What follows belongs to an exercise in optimizing a design on an open flow for small area, a short achievable clock period and few clock cycles; a production flow would make more cautious choices.
RTL that was checked went through simulation tests only; none was proved equivalent to the original.
Power is estimated from default activity; no workload was simulated.

==> flow/design.v (excerpt) <==
module sliding_window_event_assigner_core (
	input  logic                              clk,
	input  logic                              arst_n,
	input  logic                              evt_valid,
	output logic                              evt_ready,
	input  logic [swea_pkg::TIME_W-1:0]       evt_stamp,
	input  logic [swea_pkg::REF_W-1:0]        evt_ref,
	input  logic [swea_pkg::TAG_W-1:0]        evt_tag,
	input  logic                              evt_eom,
	output logic                              res_valid,
	input  logic                              res_ready,
	output logic                              res_kind,
	output logic [swea_pkg::TIME_W-1:0]       res_window_id,
	output logic [swea_pkg::RANK_W-1:0]       res_rank,
	output logic [swea_pkg::REF_W-1:0]        res_ref,
	output logic [swea_pkg::TAG_W-1:0]        res_tag,
	output logic [swea_pkg::TIME_W-1:0]       res_span_low,
	output logic [swea_pkg::TIME_W-1:0]       res_span_high,
	output logic                              res_last,
	input  logic                              psel,
	input  logic                              penable,
	input  logic                              pwrite,
	input  logic [swea_pkg::ADDR_W-1:0]       paddr,
	input  logic [swea_pkg::DATA_W-1:0]       pwdata,
	output logic [swea_pkg::DATA_W-1:0]       prdata,
	output logic                              pready
);
==> flow/config.mk <==
export PLATFORM = sky130hd
export DESIGN_NAME = sliding_window_event_assigner_core
export DESIGN_NICKNAME = sliding_window_event_assigner_core
export VERILOG_FILES = /design/flow/design.v
export SDC_FILE = /design/flow/constraint.sdc
export NUM_CORES = 4
export LEC_CHECK = 0
export CAP_MARGIN = 20
export CORE_MARGIN = 2
export CORE_UTILIZATION = 40
export SLEW_MARGIN = 20
==> flow/constraint.sdc <==
create_clock -name core_clock -period 10.0 [get_ports {clk}]
set_input_delay 2.0000 -clock core_clock [delete_from_list [all_inputs] [get_ports {clk}]]
set_output_delay 2.0000 -clock core_clock [all_outputs]
set_load 0.01 [all_outputs]
standard.sh (not shown) runs the stock make flow with config.mk's settings and CLKGATE_MAP_FILE= SYNTH_SCRIPT=/design/flow/synth_recipe.tcl, a recipe that flattens the netlist after the stock synthesis.
==> flow/flow/run.sh <==
#!/bin/bash
set -euo pipefail
cd "$(dirname "$0")/.."
bash standard.sh SETUP_SLACK_MARGIN=6.8 "BUFFER_PORTS_ARGS=-buffer_cell sky130_fd_sc_hd__buf_1" finish > flow_standard.log 2>&1
Testbench counts at the start, summed over its fixed seeds: cycles 41,102.
Change:
--- a/flow/design.v
+++ b/flow/design.v
@@ -288,15 +288,15 @@
 			end else begin
 				low_q <= low_nxt;
 				high_q <= high_nxt;
 			end
 		end
 	end
 	always_ff @(posedge clk) begin
-		if (st_q == S_CBEG) begin
+		begin
 			d0_q <= d_c[0];
 			d1_q <= slide_q[TW-1:1] == '0;
 			if (slide_q[TW-1:11] != '0) skip_q <= 3'd5;
 			else if (slide_q[10:9] != '0) skip_q <= 3'd4;
 			else if (slide_q[8:7] != '0) skip_q <= 3'd3;
 			else if (slide_q[6:5] != '0) skip_q <= 3'd2;
 			else if (slide_q[4:3] != '0) skip_q <= 3'd1;
Outcome: The new run went through all stages and came out clean. Power shrinks slightly. Worst setup slack degrades by 0.42 ns. Die area shrinks by a few percent. Cell count shrinks by a few percent. Final area shrinks by a few percent. Worst hold slack is about the same. Sequential share of layout area hardly moves. Maximum frequency shrinks by roughly a tenth. Synthesized area shrinks by a few percent. Utilization grows by 0.16 points.
The RTL of the second run of this note was laid out without a check of its function.

--- another note on this design; it stands on its own ---

== old ==
## sliding_window_event_assigner_core
module sliding_window_event_assigner_core (
	input  logic                              clk,
	input  logic                              arst_n,
	input  logic                              evt_valid,
	output logic                              evt_ready,
	input  logic [swea_pkg::TIME_W-1:0]       evt_stamp,
	input  logic [swea_pkg::REF_W-1:0]        evt_ref,
	input  logic [swea_pkg::TAG_W-1:0]        evt_tag,
	input  logic                              evt_eom,
	output logic                              res_valid,
	input  logic                              res_ready,
	output logic                              res_kind,
	output logic [swea_pkg::TIME_W-1:0]       res_window_id,
	output logic [swea_pkg::RANK_W-1:0]       res_rank,
	output logic [swea_pkg::REF_W-1:0]        res_ref,
	output logic [swea_pkg::TAG_W-1:0]        res_tag,
	output logic [swea_pkg::TIME_W-1:0]       res_span_low,
	output logic [swea_pkg::TIME_W-1:0]       res_span_high,
	output logic                              res_last,
	input  logic                              psel,
	input  logic                              penable,
	input  logic                              pwrite,
	input  logic [swea_pkg::ADDR_W-1:0]       paddr,
	input  logic [swea_pkg::DATA_W-1:0]       pwdata,
	output logic [swea_pkg::DATA_W-1:0]       prdata,
	output logic                              pready
);
export LEC_CHECK = 0
export CAP_MARGIN = 20
export CORE_MARGIN = 2
export CORE_UTILIZATION = 40
export SLEW_MARGIN = 20
export TNS_END_PERCENT = 30
create_clock -name core_clock -period 10.0 [get_ports {clk}]
standard.sh (not shown) runs the stock make flow with config.mk's settings and CLKGATE_MAP_FILE= SYNTH_SCRIPT=/design/flow/synth_recipe.tcl, a recipe that flattens the netlist after the stock synthesis.
==> flow/flow/run.sh <==
#!/bin/bash
set -euo pipefail
cd "$(dirname "$0")/.."
bash standard.sh SETUP_SLACK_MARGIN=6.8 "BUFFER_PORTS_ARGS=-buffer_cell sky130_fd_sc_hd__buf_1" finish > flow_standard.log 2>&1
old reached the final stage; the timing, design-rule and antenna checks on its layout passed.
Testbench counts of old, summed over its fixed seeds: cycles 41,102.
Relative to old, the following input files were edited for new:
# old
export LEC_CHECK = 0
export CAP_MARGIN = 20
export CORE_MARGIN = 2
export CORE_UTILIZATION = 40
export SLEW_MARGIN = 20
export TNS_END_PERCENT = 30
create_clock -name core_clock -period 10.0 [get_ports {clk}]
# new
export LEC_CHECK = 0
export CAP_MARGIN = 20
export CORE_MARGIN = 2
export CORE_UTILIZATION = 40
export SLEW_MARGIN = 20
create_clock -name core_clock -period 10.0 [get_ports {clk}]
==> flow/flow/run.sh <==
#!/bin/bash
set -euo pipefail
cd "$(dirname "$0")/.."
bash standard.sh SETUP_SLACK_MARGIN=6.65 "BUFFER_PORTS_ARGS=-buffer_cell sky130_fd_sc_hd__buf_1" finish > flow_standard.log 2>&1
## What came out
new finished end to end and its layout was clean on timing, DRC and antenna.
Measured against each other, old and new differ in critical path depth, the higher figure coming from new.
The number of placed instances, taps included of old and that of new are within noise of each other.
Higher met2 track demand over resource in global routing among old and new: new

==> what the ideal ports hide <==
The results above use ideal ports. As a check the final layouts listed here were re-extracted and re-timed, cells and wires unchanged. Step 1, drivers: a clkbuf_16 drives clk and a buf_2 each remaining input, both assumed. Step 2 moves the port delays by t, midway between the first and last clock arrival at a register: inputs arrive t later, outputs are due t later. That takes back most of the time a late clock gives input paths. a / b / c = ideal / step 1 / step 2; a / b = the first two.
run | shift t [ns] | setup slack, ns | clock arrival spread, ns | pins driven straight from the clock port
the first run of note 1 | 0.703 | 6.742 / 6.673 / 6.159 | 0.042 / 0.041 | 1
the second run of note 1 | 0.686 | 6.320 / 6.320 / 6.178 | 0.028 / 0.028 | 1
old | 0.701 | 6.629 / 6.560 / 6.092 | 0.063 / 0.063 | 1
new | 0.702 | 6.628 / 6.618 / 6.116 | 0.030 / 0.030 | 1
After both steps setup and hold are still met in every run listed. The setup slack of the first run of note 1, which loses most, moves by -0.069 ns with the drivers and by -0.583 ns with both steps.
